From an optimization exercise on the open Yosys and OpenROAD flow, aimed at a short achievable clock period and few clock cycles; shortcuts taken in it are not production practice.
In this exercise RTL edits were held to simulation tests only and were not proved equivalent to the original.
Power is estimated from default activity; no workload was simulated.

===== design/flow/config.mk =====
export PLATFORM = sky130hd
export DESIGN_NAME = wb_biquad_coeff_loader
export DESIGN_NICKNAME = wb_biquad_coeff_loader
export VERILOG_FILES = /design/flow/design.v
export SDC_FILE = /design/flow/constraint.sdc
export NUM_CORES = 4
export LEC_CHECK = 0
export CAP_MARGIN = 20
export CORE_MARGIN = 2
export CORE_UTILIZATION = 45
export SLEW_MARGIN = 20

===== design/flow/constraint.sdc =====
create_clock -name core_clock -period 6.0 [get_ports {wb_clk_i}]
set_input_delay 1.2000 -clock core_clock [delete_from_list [all_inputs] [get_ports {wb_clk_i}]]
set_output_delay 1.2000 -clock core_clock [all_outputs]
set_load 0.01 [all_outputs]

===== design/flow/design.v =====
`default_nettype none
package biquad_pkg;
    typedef enum logic [1:0] {
        ST_IDLE      = 2'd0,
        ST_FETCH     = 2'd1,
        ST_NEXT      = 2'd2,
        ST_WAIT_SWAP = 2'd3
    } loader_state_t;
    localparam int B0 = 0;
    localparam int B1 = 1;
    localparam int B2 = 2;
    localparam int A1 = 3;
    localparam int A2 = 4;
    localparam int DEFAULT_TIMEOUT = 255;
endpackage
`default_nettype wire
`default_nettype none
module biquad_coeff_bank #(
    parameter int  DATA_W = 64,
    parameter int  N_SECT = 4,
    parameter int  N_COEF = 5,
    parameter int  WR_W   = 5,
    localparam int SECT_W = (N_SECT > 1) ? $clog2(N_SECT) : 1,
    localparam int IDX_W  = (N_COEF > 1) ? $clog2(N_COEF) : 1
) (
    input  logic              clk,
    input  logic              rst,
    input  logic              i_wr_en,
    input  logic [WR_W-1:0]   i_wr_addr,
    input  logic [DATA_W-1:0] i_wr_dat,
    input  logic              i_swap,
    input  logic [SECT_W-1:0] i_rd_sect,
    input  logic [IDX_W-1:0]  i_rd_idx,
    output logic [DATA_W-1:0] o_rd_dat
);
    localparam int c_N_WORDS = N_SECT * N_COEF;
    logic [DATA_W-1:0] r_shadow [c_N_WORDS];
    logic [DATA_W-1:0] r_active [c_N_WORDS];
    logic [DATA_W-1:0] r_rd_dat;
    logic [DATA_W-1:0] w_rd_sel;
    always_comb begin
        w_rd_sel = '0;
        for (int s = 0; s < N_SECT; s++) begin
            for (int c = 0; c < N_COEF; c++) begin
                if (i_rd_sect == SECT_W'(s) && i_rd_idx == IDX_W'(c)) begin
                    w_rd_sel = i_swap ? r_shadow[s*N_COEF + c] : r_active[s*N_COEF + c];
                end
            end
        end
    end
    always_ff @(posedge clk or posedge rst) begin
        if (rst) begin
            for (int i = 0; i < c_N_WORDS; i++) begin
                r_shadow[i] <= '0;
                r_active[i] <= '0;
            end
            r_rd_dat <= '0;
        end else begin
            for (int i = 0; i < c_N_WORDS; i++) begin
                if (i_wr_en && i_wr_addr == WR_W'(i)) begin
                    r_shadow[i] <= i_wr_dat;
                end
                if (i_swap) begin
                    r_active[i] <= r_shadow[i];
                end
            end
            r_rd_dat <= w_rd_sel;
        end
    end
    assign o_rd_dat = r_rd_dat;
endmodule
`default_nettype wire
`default_nettype none
module wb_biquad_coeff_loader #(
    parameter int  DATA_W  = 64,
    parameter int  ADDR_W  = 9,
    parameter int  N_SECT  = 4,
    parameter int  N_COEF  = 5,
    parameter int  TIMEOUT = biquad_pkg::DEFAULT_TIMEOUT,
    localparam int SECT_W  = (N_SECT > 1) ? $clog2(N_SECT) : 1,
    localparam int IDX_W   = (N_COEF > 1) ? $clog2(N_COEF) : 1
) (
    input  logic              wb_clk_i,
    input  logic              wb_rst_i,
    output logic              coeff_wbm_cyc_o,
    output logic              coeff_wbm_stb_o,
    output logic [ADDR_W-1:0] coeff_wbm_adr_o,
    input  logic [DATA_W-1:0] coeff_wbm_dat_i,
    input  logic              coeff_wbm_ack_i,
    input  logic [ADDR_W-1:0] base_adr_i,
    input  logic              load_i,
    input  logic              sample_stb_i,
    input  logic [SECT_W-1:0] rd_sect_i,
    input  logic [IDX_W-1:0]  rd_idx_i,
    output logic [DATA_W-1:0] rd_dat_o,
    output logic              busy_o,
    output logic              done_o,
    output logic              err_o
);
    localparam int c_N_COEF_WORDS = N_SECT * N_COEF;
    localparam int c_N_WORDS = c_N_COEF_WORDS;
    localparam int W_W   = $clog2(c_N_WORDS + 1);
    localparam int TMO_W = (TIMEOUT > 1) ? $clog2(TIMEOUT) : 1;
    localparam logic [W_W-1:0]   c_LAST_W   = W_W'(c_N_WORDS - 1);
    localparam logic [TMO_W-1:0] c_TMO_LAST = TMO_W'(TIMEOUT - 1);
    biquad_pkg::loader_state_t     r_state;
    biquad_pkg::loader_state_t     w_state_nxt;
    logic [ADDR_W-1:0] r_base;
    logic [W_W-1:0]    r_w;
    logic [TMO_W-1:0]  r_tmo;
    logic              r_busy;
    logic              r_done;
    logic              r_err;
    logic              w_cyc;
    logic              w_start;
    logic              w_wr_en;
    logic              w_abort;
    logic              w_swap;
    always_ff @(posedge wb_clk_i or posedge wb_rst_i) begin
        if (wb_rst_i) begin
            r_state <= biquad_pkg::ST_IDLE;
        end else begin
            r_state <= w_state_nxt;
        end
    end
    always_comb begin
        w_state_nxt = r_state;
        w_cyc       = 1'b0;
        w_start     = 1'b0;
        w_wr_en     = 1'b0;
        w_abort     = 1'b0;
        w_swap      = 1'b0;
        case (r_state)
            biquad_pkg::ST_IDLE: begin
                if (load_i) begin
                    w_start     = 1'b1;
                    w_state_nxt = biquad_pkg::ST_FETCH;
                end
            end
            biquad_pkg::ST_FETCH: begin
                w_cyc = 1'b1;
                if (coeff_wbm_ack_i) begin
                    w_state_nxt = biquad_pkg::ST_NEXT;
                    w_wr_en = 1'b1;
                end else if (r_tmo == c_TMO_LAST) begin
                    w_abort     = 1'b1;
                    w_state_nxt = biquad_pkg::ST_IDLE;
                end
            end
            biquad_pkg::ST_NEXT: begin
                w_state_nxt = (r_w == c_LAST_W) ? biquad_pkg::ST_WAIT_SWAP : biquad_pkg::ST_FETCH;
            end
            biquad_pkg::ST_WAIT_SWAP: begin
                if (sample_stb_i) begin
                    w_swap      = 1'b1;
                    w_state_nxt = biquad_pkg::ST_IDLE;
                end
            end
            default: w_state_nxt = biquad_pkg::ST_IDLE;
        endcase
    end
    always_ff @(posedge wb_clk_i or posedge wb_rst_i) begin
        if (wb_rst_i) begin
            r_base <= '0;
            r_w    <= '0;
            r_tmo  <= '0;
            r_busy <= 1'b0;
            r_done <= 1'b0;
            r_err  <= 1'b0;
        end else begin
            r_done <= w_swap;
            if (w_start) begin
                r_base <= base_adr_i;
                r_w    <= '0;
                r_tmo  <= '0;
                r_err  <= 1'b0;
                r_busy <= 1'b1;
            end
            if (r_state == biquad_pkg::ST_FETCH) begin
                r_tmo <= coeff_wbm_ack_i ? '0 : r_tmo + TMO_W'(1);
            end
            if (r_state == biquad_pkg::ST_NEXT) begin
                r_w <= r_w + W_W'(1);
            end
            if (w_abort) begin
                r_err  <= 1'b1;
                r_busy <= 1'b0;
            end
            if (w_swap) begin
                r_busy <= 1'b0;
            end
        end
    end
    biquad_coeff_bank #(
        .DATA_W (DATA_W),
        .N_SECT (N_SECT),
        .N_COEF (N_COEF),
        .WR_W   (W_W)
    ) u_bank (
        .clk       (wb_clk_i),
        .rst       (wb_rst_i),
        .i_wr_en   (w_wr_en),
        .i_wr_addr (r_w),
        .i_wr_dat  (coeff_wbm_dat_i),
        .i_swap    (w_swap),
        .i_rd_sect (rd_sect_i),
        .i_rd_idx  (rd_idx_i),
        .o_rd_dat  (rd_dat_o)
    );
    assign coeff_wbm_adr_o = r_base + ADDR_W'(r_w);
    assign coeff_wbm_cyc_o = w_cyc;
    assign coeff_wbm_stb_o = w_cyc;
    assign busy_o          = r_busy;
    assign done_o          = r_done;
    assign err_o           = r_err;
endmodule
`default_nettype wire

===== design/flow/run.sh =====
#!/bin/bash
# synth_recipe.tcl (not shown) runs the flow's synth.tcl, then flattens the netlist and writes it again
# the make line also repeats each setting of config.mk as NAME=value (left out here)
make -C /OpenROAD-flow-scripts/flow DESIGN_CONFIG=/design/flow/config.mk WORK_HOME=/design/flow/orfs CLKGATE_MAP_FILE= SYNTH_SCRIPT=/design/flow/synth_recipe.tcl finish

==> qor.yml <==
avgSynthCellArea_um2: 12.6
worst_r2r_path_depth: 9
slew_violations: 0
grt-busiest-layer: "met2"
slowest_delay_ns: 0.56
synth_cell_types: 73
critical_path.cell_chain: "ha_1 > inv_1 > fa_1 > inv_1 > a21oi_1 > o21bai_1 > a21o_1 > nand4_1 > xnor2_1 > clkdlybuf4s50_1"
core_mm2: 0.240
power.leakage_nw: 62.6
cts.sinks: 2651
io_pins: 161
period_needed_ns: 4.63
ant_nets: 0
met1_usage_pct: 33.2
synthesis.area_mm2: 0.108
critPathSlowestCell: "clkdlybuf4s50_1"
crit_top_cell: "inv_1"
fin_setup_tns_ns: 0
placementRows: 180
clkSlewWorstSetupHoldPaths_ns: 0.06
cap_viol_max_count: 0
seq_area_frac_synth_pct: 61.2
grt_pass1_vias: 70900
antenna_found_initial: 14
dr.first_iter.drc_count: 5318
power_density_mw_per_mm2: 447
finalHoldViolations: 0
dp_hpwl_um: 172000
drcViolationCount: 0
crit_family: "buffers and inverters"
nets: 8724
synth_async_sr_flop_share_pct: 100
synth_seq_cells: 2651
switching_power_mw: 15.1
port_buffers: 160
rrSetupSlack_ns: 2.12
wl_per_cell_um: 24.7
fin_ws_ns: 1.37
clk_path_buf_depth: 4
final-setup-viol-count: 0
critical_path_class: "register to output pin"
grt_use_met2_pct: 40.8
wirelength_um: 298000
r2r_end: "u_bank.r_rd_dat[6]$_DFF_PP0_"
viasPerCell: 5.67
met3_usage_pct: 3.19
drt-pass1-iter-count: 5
dp_slack_ns: 1.10
grt_pass1_wl_um: 454000
worst_ep_arrival_time_ns: 3.43
path_depth: 10
hp-class: "register to register"
seq_power_share_pct: 47.1
overflow: 0
worstSetupStartpoint: "r_w[0]$_DFFE_PP0P_"
via_count: 68200
dieArea_mm2: 0.245
cts_resized: 0
cts_buffers: 300
ys.flop_type: "dfrtp_1"
drive_above_1_share_pct: 30.4
ir_worst_vdd_uv: 228
crit_required_ns: 4.80
grtUsageTotal_pct: 24.4
comb_power_share_pct: 20.7
cts_root_buf: "clkbuf_16"
initial_utilization_pct: 45.2
clock_latency_ns: 0.94
timing.fmax_ghz: 0.216
period_share_pct: 77.2
clock_skew_ns: 0.0528
p_clk_share_pct: 32.3
gp_congestion: 0.796
die_w_um: 495
critical_path_buf_inv_count: 3
netSwitchingFraction_pct: 27.4
max-slew-margin-rel_pct: 21.3
syn_to_final_growth_pct: 14.0
synth_edf_count: 0
h-tree-depth: 5
worst_slew_pin_slew_ns: 1.18
synth_cells: 8598
syn-num-nets: 8694
cts_tree: "done"
status: "finished clean"
grt_max_degree: 153
fp.dieH_um: 495
ys_warn_count: 4
endpoint_kind: "output pin"
cts_setup_buffers: 0
rsz0062_at_grt: "false"
ctsHoldBuffers: 0
critPathMaxFanout: 7
critPathCapture: "coeff_wbm_adr_o[8]"
power.internal_mw: 40.1
crit_path_start_kind: "register"
r2r_start: "r_state[1]$_DFFE_PP0P_"
## registers in the layout, indices dropped and copies added, names as in the netlist
| name | count |
|---|---|
| r_base | 9 |
| r_busy | 1 |
| r_done | 1 |
| r_err | 1 |
| r_state | 2 |
| r_tmo | 8 |
| r_w | 5 |
| u_bank.r_active | 1280 |
| u_bank.r_rd_dat | 64 |
| u_bank.r_shadow | 1280 |
## per-layer routing
layer	up-vias	wire length [um]
met5	-	16
met1	36400	132000
li1	29900	-
met4	2	8120
met3	483	12000
met2	1450	146000
## cell families after synthesis
group,synth area share [%]
DFF,61.2
AOI/OAI and AO/OA,5.63
buffers and inverters,2.88
xor gates and xnor gates,0.0808
muxes,21.1
and+or+nand+nor,8.93
adders and majority gates,0.157
## synthesized netlist by cell type, drive strengths merged (5+ instances only)
cell type	number	share of area, %
buf	249	1.2
a21oi	93	0.43
or2	5	0.029
a32o	49	0.45
and4	13	0.11
o22ai	118	0.68
a211oi	60	0.42
nor3	6	0.028
or4	53	0.37
nand2b	11	0.063
nand4	5	0.029
a221oi	13	0.11
nand2	1878	6.5
a22oi	177	1.2
mux2i	58	0.54
o21ai	91	0.42
ha	12	0.14
and3	54	0.31
nor4bb	41	0.38
inv	73	0.25
and2	6	0.035
nor4	7	0.046
dfrtp	2651	61
clkbuf	406	1.4
a21o	62	0.43
o2111a	52	0.54
nor2	211	0.77
a31oi	5	0.029
mux2	1980	21
a22o	17	0.14
nand3	17	0.090
nor2b	5	0.029
a221o	58	0.54
xnor2	6	0.048
## placed cells by master, fill, tap and decap left out, types with 88 or more instances in the layout
cell,n
clkbuf_16,306
clkdlybuf4s50_1,160
a22oi_1,177
nand2_1,1859
o21ai_0,88
o22ai_1,118
dfrtp_1,2651
mux2_2,1966
buf_4,158
nor2_1,193
a21oi_1,93
## power by group through the flow
stage                     logic (mW)  clock network [mW]  registers [mW]
after global placement          11.0                   0            26.0
after CTS                       11.5                18.2            26.0
after detailed placement        11.5                   0            26.3
final                           11.4                17.8            26.0
after global routing            12.5                18.9            26.6
after floorplan                 8.80                   0            26.3
## cell type report
class | instances | area (um2)
clock inverter | 60 | 666
antenna | 11 | 27.5
multi-input combinational | 5219 | 39300
tap | 3185 | 3990
fill | 20700 | 117000
sequential | 2651 | 66300
inverter | 73 | 285
timing repair buffer | 383 | 4100
clock buffer | 445 | 8860
## per-stage QoR
stage | cell area, um2 | power [mW] | instances | util, % | hold slack, ns
after floorplan | 108000 | 35.1 | 8598 | - | 0.436
after global placement | 114000 | 37.0 | 11500 | 47.5 | 0.448
after detailed placement | 114000 | 37.8 | 11500 | 47.5 | 0.454
after CTS | 124000 | 55.7 | 12000 | 51.5 | 0.458
after global routing | 124000 | 58.1 | 12000 | 51.5 | 0.481
final | 124000 | 55.2 | 12000 | 51.5 | 0.459
## worst register-to-register path, delay by kind of cell (launching register included)
family                 cells  cell delay [ns]
flip-flops                 1             0.61
multiplexers               1             0.37
AND/OR/NAND/NOR            2             0.97
AO/OA/AOI/OAI              4             0.80
buffers and inverters      2             1.00
## worst min path at each step
stage	from	endpoint	slack [ns]	depth (start not counted)
floorplan	u_bank.r_active[15][63]$_DFF_PP0_	u_bank.r_active[15][63]$_DFF_PP0_	0.44	2
global placement	u_bank.r_active[11][41]$_DFF_PP0_	u_bank.r_active[11][41]$_DFF_PP0_	0.45	2
detailed placement	u_bank.r_active[5][12]$_DFF_PP0_	u_bank.r_active[5][12]$_DFF_PP0_	0.45	2
CTS	u_bank.r_shadow[12][26]$_DFFE_PP0P_	u_bank.r_active[12][26]$_DFF_PP0_	0.46	2
global route	u_bank.r_active[2][54]$_DFF_PP0_	u_bank.r_active[2][54]$_DFF_PP0_	0.48	2
finish	u_bank.r_shadow[11][10]$_DFFE_PP0P_	u_bank.r_active[11][10]$_DFF_PP0_	0.46	2
Testbench counts, summed over its fixed seeds: cycles 6,799.

## separate check: timing with driven ports
No port has a modelled driver above. Below, the same layout with a new extraction and two added sets of constraints.
Step 1, drivers: a clkbuf_16 drives wb_clk_i and a buf_2 each remaining input, both assumed.
Step 2, shift: input delay + t, output delay - t, t = (earliest + latest rising clock arrival at the registers) / 2. This alone moves slack from input paths to output paths.
a / b / c = ideal ports / drivers / drivers and shift; a / b = the first two.
shift t [ns]: 1.009
slack for setup (ns): 1.365 / 1.274 / 1.052
worst setup path after step 2: input to register
clock arrival spread, ns: 0.064 / 0.064
worst slew at a driven data input, ns: 0.16
After both steps setup and hold are still met in this run. The setup slack of this run moves by -0.091 ns with the drivers and by -0.313 ns with both steps.
